Context: an optimization exercise on an open-source flow, tuned for small area, a short achievable clock period and few clock cycles. The choices shown serve that exercise and are no tape-out recipe.
In this exercise RTL edits were held to simulation tests only and were not proved equivalent to the original.
No activity file was given, so power comes from the tool's default toggle rates.

## flow/run.sh

```bash
#!/bin/bash
# synth_recipe.tcl (not shown) runs the flow's synth.tcl, then flattens the netlist and writes it again
# the make line also repeats each setting of config.mk as NAME=value (left out here)
make -C /OpenROAD-flow-scripts/flow DESIGN_CONFIG=/design/flow/config.mk WORK_HOME=/design/flow/orfs CLKGATE_MAP_FILE= SYNTH_SCRIPT=/design/flow/synth_recipe.tcl finish
```

## flow/config.mk

```make
export PLATFORM = sky130hd
export DESIGN_NAME = fixed_partition_fit_allocator_unit
export DESIGN_NICKNAME = fixed_partition_fit_allocator_unit
export VERILOG_FILES = /design/flow/design.v
export SDC_FILE = /design/flow/constraint.sdc
export NUM_CORES = 4
export LEC_CHECK = 0
export CAP_MARGIN = 20
export CORE_MARGIN = 2
export CORE_UTILIZATION = 40
export PLACE_DENSITY = 0.6
export SLEW_MARGIN = 20
```

## flow/design.v

```verilog
package fpfa_pkg;
   localparam int CSR_INDEX_BITS = 1;
   localparam int CSR_DATA_BITS  = 5;
   localparam int POLICY_BITS    = 2;
   localparam int COUNT_BITS     = 5;
   localparam int INDEX_BITS     = 4;
   localparam int FIELD_SIZE_BITS = 16;
   localparam logic [CSR_INDEX_BITS-1:0] CSR_FIT_POLICY       = 1'd0;
   localparam logic [CSR_INDEX_BITS-1:0] CSR_PARTITIONS_IN_USE = 1'd1;
   localparam logic [COUNT_BITS-1:0] COUNT_RESET = 5'd16;
   typedef enum logic [POLICY_BITS-1:0] {
      FIT_FIRST = 2'd0,
      FIT_BEST  = 2'd1,
      FIT_NEXT  = 2'd2,
      FIT_WORST = 2'd3
   } fit_policy_type;
   typedef enum logic [0:0] {
      OP_LOAD    = 1'b0,
      OP_REQUEST = 1'b1
   } opcode_type;
   typedef enum logic [1:0] {
      ST_IDLE,
      ST_SCAN,
      ST_RESULT
   } ctrl_state_type;
   typedef struct packed {
      opcode_type                 opcode;
      logic [INDEX_BITS-1:0]      part_index;
      logic [FIELD_SIZE_BITS-1:0] size_value;
   } req_type;
   typedef struct packed {
      logic                       granted;
      logic [INDEX_BITS-1:0]      granted_index;
      logic [FIELD_SIZE_BITS-1:0] leftover_size;
   } rsp_type;
   typedef struct packed {
      logic valid;
      logic cand_found;
      logic wrap_found;
   } scan_ctl_type;
endpackage
module fpfa_cell #(
   parameter int CELL_ID = 0,
   parameter int IDX_W   = 4,
   parameter int CNT_W   = 5,
   parameter int SIZE_W  = 16
) (
   input  logic                   clock,
   input  logic                   reset,
   input  logic                   wr_en,
   input  logic [IDX_W-1:0]       wr_idx,
   input  logic [SIZE_W-1:0]      wr_size,
   input  logic                   wr_used,
   input  fpfa_pkg::fit_policy_type policy,
   input  logic [SIZE_W-1:0]      want,
   input  logic [IDX_W-1:0]       start,
   input  logic [CNT_W-1:0]       active,
   input  fpfa_pkg::scan_ctl_type ctl_in,
   input  logic [IDX_W-1:0]       cand_idx_in,
   input  logic [SIZE_W-1:0]      cand_size_in,
   input  logic [IDX_W-1:0]       wrap_idx_in,
   input  logic [SIZE_W-1:0]      wrap_size_in,
   output fpfa_pkg::scan_ctl_type ctl_out,
   output logic [IDX_W-1:0]       cand_idx_out,
   output logic [SIZE_W-1:0]      cand_size_out,
   output logic [IDX_W-1:0]       wrap_idx_out,
   output logic [SIZE_W-1:0]      wrap_size_out
);
   localparam logic [IDX_W-1:0] MY_IDX = IDX_W'(CELL_ID);
   localparam logic [CNT_W-1:0] MY_CNT = CNT_W'(CELL_ID);
   logic [SIZE_W-1:0]      size_ff;
   logic                   used_ff;
   fpfa_pkg::scan_ctl_type ctl_ff, ctl_in_next;
   logic [IDX_W-1:0]       cand_idx_ff, wrap_idx_ff;
   logic [SIZE_W-1:0]      cand_size_ff, wrap_size_ff;
   logic hit, better, take, take_wrap;
   always_comb begin
      hit = (MY_CNT < active) && !used_ff && (size_ff >= want);
      better = !ctl_in.cand_found
               || ((policy == fpfa_pkg::FIT_BEST)  && (size_ff < cand_size_in))
               || ((policy == fpfa_pkg::FIT_WORST) && (size_ff > cand_size_in));
      take = hit && better && ((policy != fpfa_pkg::FIT_NEXT) || (MY_IDX >= start));
      take_wrap = hit && !ctl_in.wrap_found;
      ctl_in_next.valid      = ctl_in.valid;
      ctl_in_next.cand_found = ctl_in.cand_found || take;
      ctl_in_next.wrap_found = ctl_in.wrap_found || take_wrap;
   end
   always_ff @(posedge clock) begin
      if (reset) begin
         used_ff <= 1'b0;
         ctl_ff  <= '0;
      end else begin
         if (wr_en && (wr_idx == MY_IDX)) begin
            used_ff <= wr_used;
         end
         ctl_ff <= ctl_in_next;
      end
   end
   always_ff @(posedge clock) begin
      if (wr_en && (wr_idx == MY_IDX)) begin
         size_ff <= wr_size;
      end
      cand_idx_ff  <= take ? MY_IDX : cand_idx_in;
      cand_size_ff <= take ? size_ff : cand_size_in;
      wrap_idx_ff  <= take_wrap ? MY_IDX : wrap_idx_in;
      wrap_size_ff <= take_wrap ? size_ff : wrap_size_in;
   end
   assign ctl_out       = ctl_ff;
   assign cand_idx_out  = cand_idx_ff;
   assign cand_size_out = cand_size_ff;
   assign wrap_idx_out  = wrap_idx_ff;
   assign wrap_size_out = wrap_size_ff;
endmodule
module fpfa_chain #(
   parameter int NUM_CELLS = 16,
   parameter int IDX_W     = 4,
   parameter int CNT_W     = 5,
   parameter int SIZE_W    = 16
) (
   input  logic                   clock,
   input  logic                   reset,
   input  logic                   wr_en,
   input  logic [IDX_W-1:0]       wr_idx,
   input  logic [SIZE_W-1:0]      wr_size,
   input  logic                   wr_used,
   input  fpfa_pkg::fit_policy_type policy,
   input  logic [SIZE_W-1:0]      want,
   input  logic [IDX_W-1:0]       start,
   input  logic [CNT_W-1:0]       active,
   input  logic                   launch,
   output fpfa_pkg::scan_ctl_type tail_ctl,
   output logic [IDX_W-1:0]       tail_cand_idx,
   output logic [SIZE_W-1:0]      tail_cand_size,
   output logic [IDX_W-1:0]       tail_wrap_idx,
   output logic [SIZE_W-1:0]      tail_wrap_size
);
   logic [NUM_CELLS:0][2:0] ctl_link;
   logic [NUM_CELLS:0][IDX_W-1:0]  cand_idx_link;
   logic [NUM_CELLS:0][SIZE_W-1:0] cand_size_link;
   logic [NUM_CELLS:0][IDX_W-1:0]  wrap_idx_link;
   logic [NUM_CELLS:0][SIZE_W-1:0] wrap_size_link;
   assign ctl_link[0]       = {launch, 1'b0, 1'b0};
   assign cand_idx_link[0]  = '0;
   assign cand_size_link[0] = '0;
   assign wrap_idx_link[0]  = '0;
   assign wrap_size_link[0] = '0;
   for (genvar i = 0; i < NUM_CELLS; i++) begin : g_cell
      fpfa_cell #(
         .CELL_ID (i),
         .IDX_W   (IDX_W),
         .CNT_W   (CNT_W),
         .SIZE_W  (SIZE_W)
      ) u_cell (
         .clock         (clock),
         .reset         (reset),
         .wr_en         (wr_en),
         .wr_idx        (wr_idx),
         .wr_size       (wr_size),
         .wr_used       (wr_used),
         .policy        (policy),
         .want          (want),
         .start         (start),
         .active        (active),
         .ctl_in        (fpfa_pkg::scan_ctl_type'(ctl_link[i])),
         .cand_idx_in   (cand_idx_link[i]),
         .cand_size_in  (cand_size_link[i]),
         .wrap_idx_in   (wrap_idx_link[i]),
         .wrap_size_in  (wrap_size_link[i]),
         .ctl_out       (ctl_link[i+1]),
         .cand_idx_out  (cand_idx_link[i+1]),
         .cand_size_out (cand_size_link[i+1]),
         .wrap_idx_out  (wrap_idx_link[i+1]),
         .wrap_size_out (wrap_size_link[i+1])
      );
   end
   assign tail_ctl       = ctl_link[NUM_CELLS];
   assign tail_cand_idx  = cand_idx_link[NUM_CELLS];
   assign tail_cand_size = cand_size_link[NUM_CELLS];
   assign tail_wrap_idx  = wrap_idx_link[NUM_CELLS];
   assign tail_wrap_size = wrap_size_link[NUM_CELLS];
endmodule
module fixed_partition_fit_allocator_unit #(
   parameter int NUM_PARTITIONS = 16,
   parameter int SIZE_BITS      = 16
) (
   input  logic                                clock,
   input  logic                                reset,
   input  logic                                csr_wr_en,
   input  logic [fpfa_pkg::CSR_INDEX_BITS-1:0] csr_index,
   input  logic [fpfa_pkg::CSR_DATA_BITS-1:0]  csr_wdata,
   input  logic                                req_valid,
   output logic                                req_stall,
   input  logic [20:0]                         req_payload,
   output logic                                rsp_valid,
   input  logic                                rsp_stall,
   output logic [20:0]                         rsp_payload
);
   fpfa_pkg::req_type req_item;
   fpfa_pkg::rsp_type rsp_item;
   assign req_item      = req_payload;
   assign rsp_payload = rsp_item;
   localparam int IDX_W  = (NUM_PARTITIONS > 1) ? $clog2(NUM_PARTITIONS) : 1;
   localparam int CNT_W  = $clog2(NUM_PARTITIONS + 1);
   localparam int CMP_W  = (CNT_W > fpfa_pkg::COUNT_BITS) ? CNT_W : fpfa_pkg::COUNT_BITS;
   localparam int IDX_XW = IDX_W + fpfa_pkg::INDEX_BITS;
   localparam int SZ_XW  = SIZE_BITS + fpfa_pkg::FIELD_SIZE_BITS;
   fpfa_pkg::ctrl_state_type state_ff, state_in;
   fpfa_pkg::fit_policy_type policy_ff;
   logic [fpfa_pkg::COUNT_BITS-1:0] count_ff;
   logic [IDX_W-1:0]     pointer_ff, pointer_in;
   logic [SIZE_BITS-1:0] want_ff, want_in;
   logic                 launch_ff, launch_in;
   fpfa_pkg::rsp_type    res_ff, res_in;
   fpfa_pkg::rsp_type    rsp_ff, rsp_in;
   logic                 rsp_valid_ff, rsp_valid_in;
   logic                 wr_en, wr_used;
   logic [IDX_W-1:0]     wr_idx;
   logic [SIZE_BITS-1:0] wr_size;
   logic [CMP_W-1:0]     count_ext, active_cmp;
   logic [CNT_W-1:0]     active;
   logic [IDX_W-1:0]     start;
   logic [SZ_XW-1:0]     req_size_wide, pick_left_wide, load_left_wide;
   logic [SIZE_BITS-1:0] req_want, pick_size, pick_left;
   logic [IDX_W-1:0]     req_idx, pick_idx;
   logic [IDX_XW-1:0]    pick_idx_wide;
   logic                 req_accept, load_in_table, grant;
   fpfa_pkg::scan_ctl_type tail_ctl;
   logic [IDX_W-1:0]       tail_cand_idx, tail_wrap_idx;
   logic [SIZE_BITS-1:0]   tail_cand_size, tail_wrap_size;
   always_comb begin
      count_ext  = CMP_W'(count_ff);
      active_cmp = (count_ext > CMP_W'(NUM_PARTITIONS)) ? CMP_W'(NUM_PARTITIONS) : count_ext;
      active     = CNT_W'(active_cmp);
      start      = (CNT_W'(pointer_ff) < active) ? pointer_ff : '0;
   end
   always_comb begin
      req_size_wide  = SZ_XW'(req_item.size_value);
      req_want       = req_size_wide[SIZE_BITS-1:0];
      load_left_wide = SZ_XW'(req_want);
      req_idx        = IDX_W'(req_item.part_index);
      load_in_table  = (32'(req_item.part_index) < NUM_PARTITIONS);
      req_accept     = req_valid && !req_stall;
   end
   always_comb begin
      grant     = tail_ctl.cand_found
                  || ((policy_ff == fpfa_pkg::FIT_NEXT) && tail_ctl.wrap_found);
      pick_idx  = tail_ctl.cand_found ? tail_cand_idx : tail_wrap_idx;
      pick_size = tail_ctl.cand_found ? tail_cand_size : tail_wrap_size;
      pick_left = pick_size - want_ff;
      pick_idx_wide  = IDX_XW'(pick_idx);
      pick_left_wide = SZ_XW'(pick_left);
   end
   assign req_stall = (state_ff != fpfa_pkg::ST_IDLE);
   always_comb begin
      state_in     = state_ff;
      pointer_in   = pointer_ff;
      want_in      = want_ff;
      launch_in    = 1'b0;
      res_in       = res_ff;
      rsp_in       = rsp_ff;
      rsp_valid_in = rsp_valid_ff;
      wr_en        = 1'b0;
      wr_idx       = req_idx;
      wr_size      = req_want;
      wr_used      = 1'b0;
      if (rsp_valid_ff && !rsp_stall) begin
         rsp_valid_in = 1'b0;
      end
      case (state_ff)
         fpfa_pkg::ST_IDLE: begin
            if (req_accept) begin
               if (req_item.opcode == fpfa_pkg::OP_REQUEST) begin
                  want_in   = req_want;
                  launch_in = 1'b1;
                  state_in  = fpfa_pkg::ST_SCAN;
               end else begin
                  res_in = '0;
                  if (load_in_table) begin
                     wr_en                = 1'b1;
                     res_in.granted       = 1'b1;
                     res_in.granted_index = req_item.part_index;
                     res_in.leftover_size = load_left_wide[fpfa_pkg::FIELD_SIZE_BITS-1:0];
                  end
                  state_in = fpfa_pkg::ST_RESULT;
               end
            end
         end
         fpfa_pkg::ST_SCAN: begin
            if (tail_ctl.valid) begin
               res_in = '0;
               if (grant) begin
                  wr_en   = 1'b1;
                  wr_idx  = pick_idx;
                  wr_size = pick_left;
                  wr_used = 1'b1;
                  if (policy_ff == fpfa_pkg::FIT_NEXT) begin
                     pointer_in = pick_idx;
                  end
                  res_in.granted       = 1'b1;
                  res_in.granted_index = pick_idx_wide[fpfa_pkg::INDEX_BITS-1:0];
                  res_in.leftover_size = pick_left_wide[fpfa_pkg::FIELD_SIZE_BITS-1:0];
               end
               state_in = fpfa_pkg::ST_RESULT;
            end
         end
         fpfa_pkg::ST_RESULT: begin
            if (!rsp_valid_ff || !rsp_stall) begin
               rsp_in       = res_ff;
               rsp_valid_in = 1'b1;
               state_in     = fpfa_pkg::ST_IDLE;
            end
         end
         default: begin
            state_in = fpfa_pkg::ST_IDLE;
         end
      endcase
   end
   always_ff @(posedge clock) begin
      if (reset) begin
         state_ff     <= fpfa_pkg::ST_IDLE;
         pointer_ff   <= '0;
         launch_ff    <= 1'b0;
         rsp_valid_ff <= 1'b0;
      end else begin
         state_ff     <= state_in;
         pointer_ff   <= pointer_in;
         launch_ff    <= launch_in;
         rsp_valid_ff <= rsp_valid_in;
      end
   end
   always_ff @(posedge clock) begin
      want_ff <= want_in;
      res_ff  <= res_in;
      rsp_ff  <= rsp_in;
   end
   always_ff @(posedge clock) begin
      if (reset) begin
         policy_ff <= fpfa_pkg::FIT_FIRST;
         count_ff  <= fpfa_pkg::COUNT_RESET;
      end else if (csr_wr_en) begin
         case (csr_index)
            fpfa_pkg::CSR_FIT_POLICY: begin
               policy_ff <= fpfa_pkg::fit_policy_type'(csr_wdata[fpfa_pkg::POLICY_BITS-1:0]);
            end
            fpfa_pkg::CSR_PARTITIONS_IN_USE: begin
               count_ff <= csr_wdata[fpfa_pkg::COUNT_BITS-1:0];
            end
            default: begin
            end
         endcase
      end
   end
   fpfa_chain #(
      .NUM_CELLS (NUM_PARTITIONS),
      .IDX_W     (IDX_W),
      .CNT_W     (CNT_W),
      .SIZE_W    (SIZE_BITS)
   ) u_chain (
      .clock          (clock),
      .reset          (reset),
      .wr_en          (wr_en),
      .wr_idx         (wr_idx),
      .wr_size        (wr_size),
      .wr_used        (wr_used),
      .policy         (policy_ff),
      .want           (want_ff),
      .start          (start),
      .active         (active),
      .launch         (launch_ff),
      .tail_ctl       (tail_ctl),
      .tail_cand_idx  (tail_cand_idx),
      .tail_cand_size (tail_cand_size),
      .tail_wrap_idx  (tail_wrap_idx),
      .tail_wrap_size (tail_wrap_size)
   );
   assign rsp_valid   = rsp_valid_ff;
   assign rsp_item = rsp_ff;
endmodule
```

## flow/constraint.sdc

```tcl
create_clock -name core_clock -period 5.0 [get_ports {clock}]
set_input_delay 1.0000 -clock core_clock [delete_from_list [all_inputs] [get_ports {clock}]]
set_output_delay 1.0000 -clock core_clock [all_outputs]
set_load 0.01 [all_outputs]
```

==> impl_metrics.py <==
metrics = {
    "synthesis": {
        "yosys_warnings": 17,
        "yosysMostFrequentCell": "dfxtp_1",
        "synth_xor_area_share_pct": 0.255,
        "ys_seq_area_share_pct": 52.0,
        "synth_commonest_cells": "dfxtp_1 (689), ha_1 (514), mux2_2 (435)",
        "yosysTopAreaCellShare_pct": 30.9,
        "synth_compound_area_share_pct": 9.03,
        "postSynthAreaPerCell_um2": 12.0,
        "synth_edf_count": 314,
        "synth-async-reset-ratio_pct": 0,
        "ys_types": 80,
        "synthSimpleGateAreaFrac_pct": 7.57,
        "yosysTopAreaCell": "dfxtp_1",
        "netlist_area_um2": 44700,
        "muxShareOfSynthArea_pct": 13.1,
        "synth.area.top_cells": "dfxtp_1 (31%), edfxtp_1 (21%), ha_1 (14%)",
        "synth_top_family_by_area": "adder cells",
        "synth_seq_cells": 1003,
        "synth_top_flop_cell": "dfxtp_1",
        "synthAdderAreaFrac_pct": 14.4,
        "syn_nets": 4284,
        "syn_inst": 3737,
    },
    "final_layout": {
        "final-instance-count-excl-fill": 5487,
        "utilization_pct": 46.2,
        "syn_to_final_growth_pct": 14.5,
        "design_area_um2": 51200,
        "drive_gt1_share_pct": 20.6,
        "final_nets": 4456,
    },
    "pwr": {
        "swShare_pct": 26.1,
        "p_int_mw": 15.7,
        "irDropWorstVdd_mv": 0.251,
        "total_power_mw": 21.2,
        "switching_power_mw": 5.54,
        "combPwrFrac_pct": 15.0,
        "leakage_nw": 21.4,
        "clkPwrFrac_pct": 38.1,
        "seq_power_share_pct": 46.9,
        "power.density_nw_per_um2": 415,
    },
    "drt": {
        "drt_wl_total_um": 128000,
        "wl_per_cell_um": 23.3,
        "drc_errors": 0,
        "first_iter_violations": 2357,
        "vias": 29100,
        "dr.pass1.iters": 6,
        "ant_nets": 0,
        "avgViaCountPerCell": 5.30,
    },
    "grt": {
        "met1_usage_pct": 29.5,
        "grt_max_degree": 80,
        "antenna_found_initial": 8,
        "met3_usage_pct": 4.42,
        "grt_util_met2_pct": 34.8,
        "grt_pass1_vias": 28700,
        "grt-busiest-layer": "met2",
        "grt_pass1_wl_um": 187000,
        "track_usage_pct": 22.0,
        "grt_overflow": 0,
    },
    "worst_setup_path": {
        "crit_chain": "buf_4, mux2_2, ha_1, a21o_1, a21o_1, o31ai_1, o21ai_0, xnor2_1, o21ai_2",
        "cp_common_cell": "a21o_1",
        "reg2reg_from": "u_chain.g_cell[15].u_cell.ctl_ff[1]",
        "rrSetupSlack_ns": 1.07,
        "cp_max_fo": 17,
        "critPathMaxStageDelay_ns": 0.69,
        "critPathBufInv": 1,
        "cp-end-kind": "flop",
        "path_delay_family": "compound AO/OA/AOI/OAI gates",
        "cp.arrival_ns": 4.28,
        "worstSetupStartpoint": "u_chain.g_cell[15].u_cell.ctl_ff[1]",
        "rr_endpoint": "u_chain.g_cell[6].u_cell.size_ff[15]",
        "crit_path_start_kind": "flop",
        "slowest_stage": "o21ai_2",
        "r2r_cells": 9,
        "critPathKind": "flop to flop",
        "critPathRequiredTime_ns": 5.34,
    },
    "timing": {
        "holdWs_ns": 0.404,
        "hold_violations": 0,
        "finalCritPeriodShare_pct": 78.7,
        "setup_tns_ns": 0,
        "tightest_slew_ns": 1.12,
        "setup_violations": 0,
        "rsz0062_at_grt": "no",
        "drv_slew": 0,
        "fmax_mhz": 254,
        "clock_skew_ns": 0.0400,
        "period_needed_ns": 3.93,
        "setup_ws_ns": 1.07,
        "relSlewSlack_pct": 25.5,
    },
    "placed_design": {
        "dp_hpwl_um": 94200,
        "place.gp.congestion": 0.867,
        "io_buffers": 54,
        "post-place-cells": 5292,
        "dp_slack_ns": 1.16,
        "placedInstanceArea_um2": 47500,
    },
    "flow_run": {
        "cap_violations": 0,
    },
    "cts": {
        "clkTransAtPathRegs_ns": 0.07,
        "hold_buffers": 0,
        "cts_tree": "done",
        "htreeDepth": 3,
        "post_cts_buffers": 0,
        "cts_resized": 0,
        "clkSinkCount": 1003,
        "clk_latency_ns": 0.69,
        "cts_made_buffers": 103,
        "clockBufferDepth": 3,
        "clockRootBuffer": "clkbuf_16",
    },
    "die": {
        "pin_count": 55,
        "initial_core_util_pct": 40.3,
        "core_um2": 111000,
        "die_w_um": 338,
        "dieArea_um2": 114000,
        "rows": 122,
        "fp.dieH_um": 338,
    },
    "run_status": {
        "outcome": "finished clean",
    },
    "min_path": {
        "holdPathEnd": "u_chain.g_cell[6].u_cell.wrap_idx_ff[1]",
        "hp-start": "u_chain.g_cell[5].u_cell.wrap_idx_ff[1]",
        "min_path_cells": 1,
        "hold_class": "flop to flop",
    },
}
layer usage:
layer	vias up	part of all wire (%)
li1	13900	-
met5	-	0.010
met3	252	6.8
met4	2	4.0
met1	14100	44
met2	836	45
sequential cells by signal, indices dropped and copies added (netlist names), 4 cells and up:
signal and flops:
u_chain.g_cell.u_cell.used_ff 16, res_ff 21, u_chain.g_cell.u_cell.size_ff 256, want_ff 16, u_chain.g_cell.u_cell.cand_idx_ff 49, u_chain.g_cell.u_cell.wrap_idx_ff 49, u_chain.g_cell.u_cell.ctl_ff 48, pointer_ff 4
count_ff 5, u_chain.g_cell.u_cell.wrap_size_ff 256, rsp_ff 21, u_chain.g_cell.u_cell.cand_size_ff 256
cells by family after synthesis:
kind of cell	after synthesis
buffers and inverters	395
flip-flops	1003
AO/OA/AOI/OAI	636
adder cells (fa/ha/maj)	515
multiplexers	514
XOR/XNOR	13
AND/OR/NAND/NOR	661
worst max path at each step:
stage	to	slack [ns]	cells after the start
6_report	u_chain.g_cell[6].u_cell.size_ff[15]	1.07	9
5_1_grt	u_chain.g_cell[6].u_cell.size_ff[15]	0.82	9
4_1_cts	u_chain.g_cell[6].u_cell.size_ff[15]	1.05	9
3_5_place_dp	u_chain.g_cell[7].u_cell.size_ff[15]	1.16	9
3_3_place_gp	u_chain.g_cell[6].u_cell.size_ff[15]	1.26	9
2_1_floorplan	u_chain.g_cell[0].u_cell.size_ff[15]	1.0	13
power by group through the flow:
stage | clock network, mW | registers [mW] | logic, mW
3_3_place_gp | 0 | 10.1 | 3.07
2_1_floorplan | 0 | 9.77 | 2.26
4_1_cts | 8.23 | 9.95 | 3.17
3_5_place_dp | 0 | 10.1 | 3.13
6_report | 8.09 | 9.95 | 3.18
5_1_grt | 8.54 | 10.0 | 3.52
worst reg2reg max path, cell delays in order, from the launching register on:
cell and delay, ns:
dfxtp_1 0.62, buf_4 0.35, mux2_2 0.38, ha_1 0.38, a21o_1 0.18, a21o_1 0.19, o31ai_1 0.41, o21ai_0 0.20
xnor2_1 0.18, o21ai_2 0.69
final cells by class:
type	count	area, um^2
multi-input cells	2339	19900
well taps	1488	1860
clock inverters	55	622
diodes	2	5.00
repair buffers	158	1380
inverters	304	1140
flip-flops and latches	1003	23200
clock buffers	138	2980
fillers	10100	59700
placed cells by master, fill, tap and decap left out, drive strengths merged, types with 21 or more instances in the layout:
master	Yosys	routed
nor3	45	45
edfxtp	314	314
a211oi	27	27
o211ai	38	38
nand4	79	79
nor2b	86	86
nand2	177	177
nand3	32	32
a21oi	245	245
a21o	79	79
ha	514	514
mux2i	21	21
clkbuf	35	138
or2	40	40
clkinv	0	37
nor2	111	111
dfxtp	689	689
clkdlybuf4s50	0	53
o21ai	146	146
buf	56	105
nand2b	40	40
mux2	493	493
inv	304	306
Testbench counts, summed over its fixed seeds: cycles 55,352.

[port drivers added, routing unchanged]
Ports are ideal in the flow. The routed layout listed here was re-timed in OpenROAD.
Step 1: set_driving_cell puts a clkbuf_16 on clock and a buf_2 on each other input, an assumption about the parent block.
Step 2 moves the port delays by t, midway between the first and last clock arrival at a register: inputs arrive t later, outputs are due t later. That takes back most of the time a late clock gives input paths.
Three values: ideal ports, drivers, drivers and shift; two values: the first two.
shift t [ns]: 0.741
setup slack, ns: 1.066 / 1.066 / 1.066
hold WS [ns]: 0.404 / 0.404 / 0.404
worst setup path after step 2: register to register
After both steps this run still meets setup and hold. The setup slack of this run moves by 0.000 ns with the drivers and by 0.000 ns with both steps.
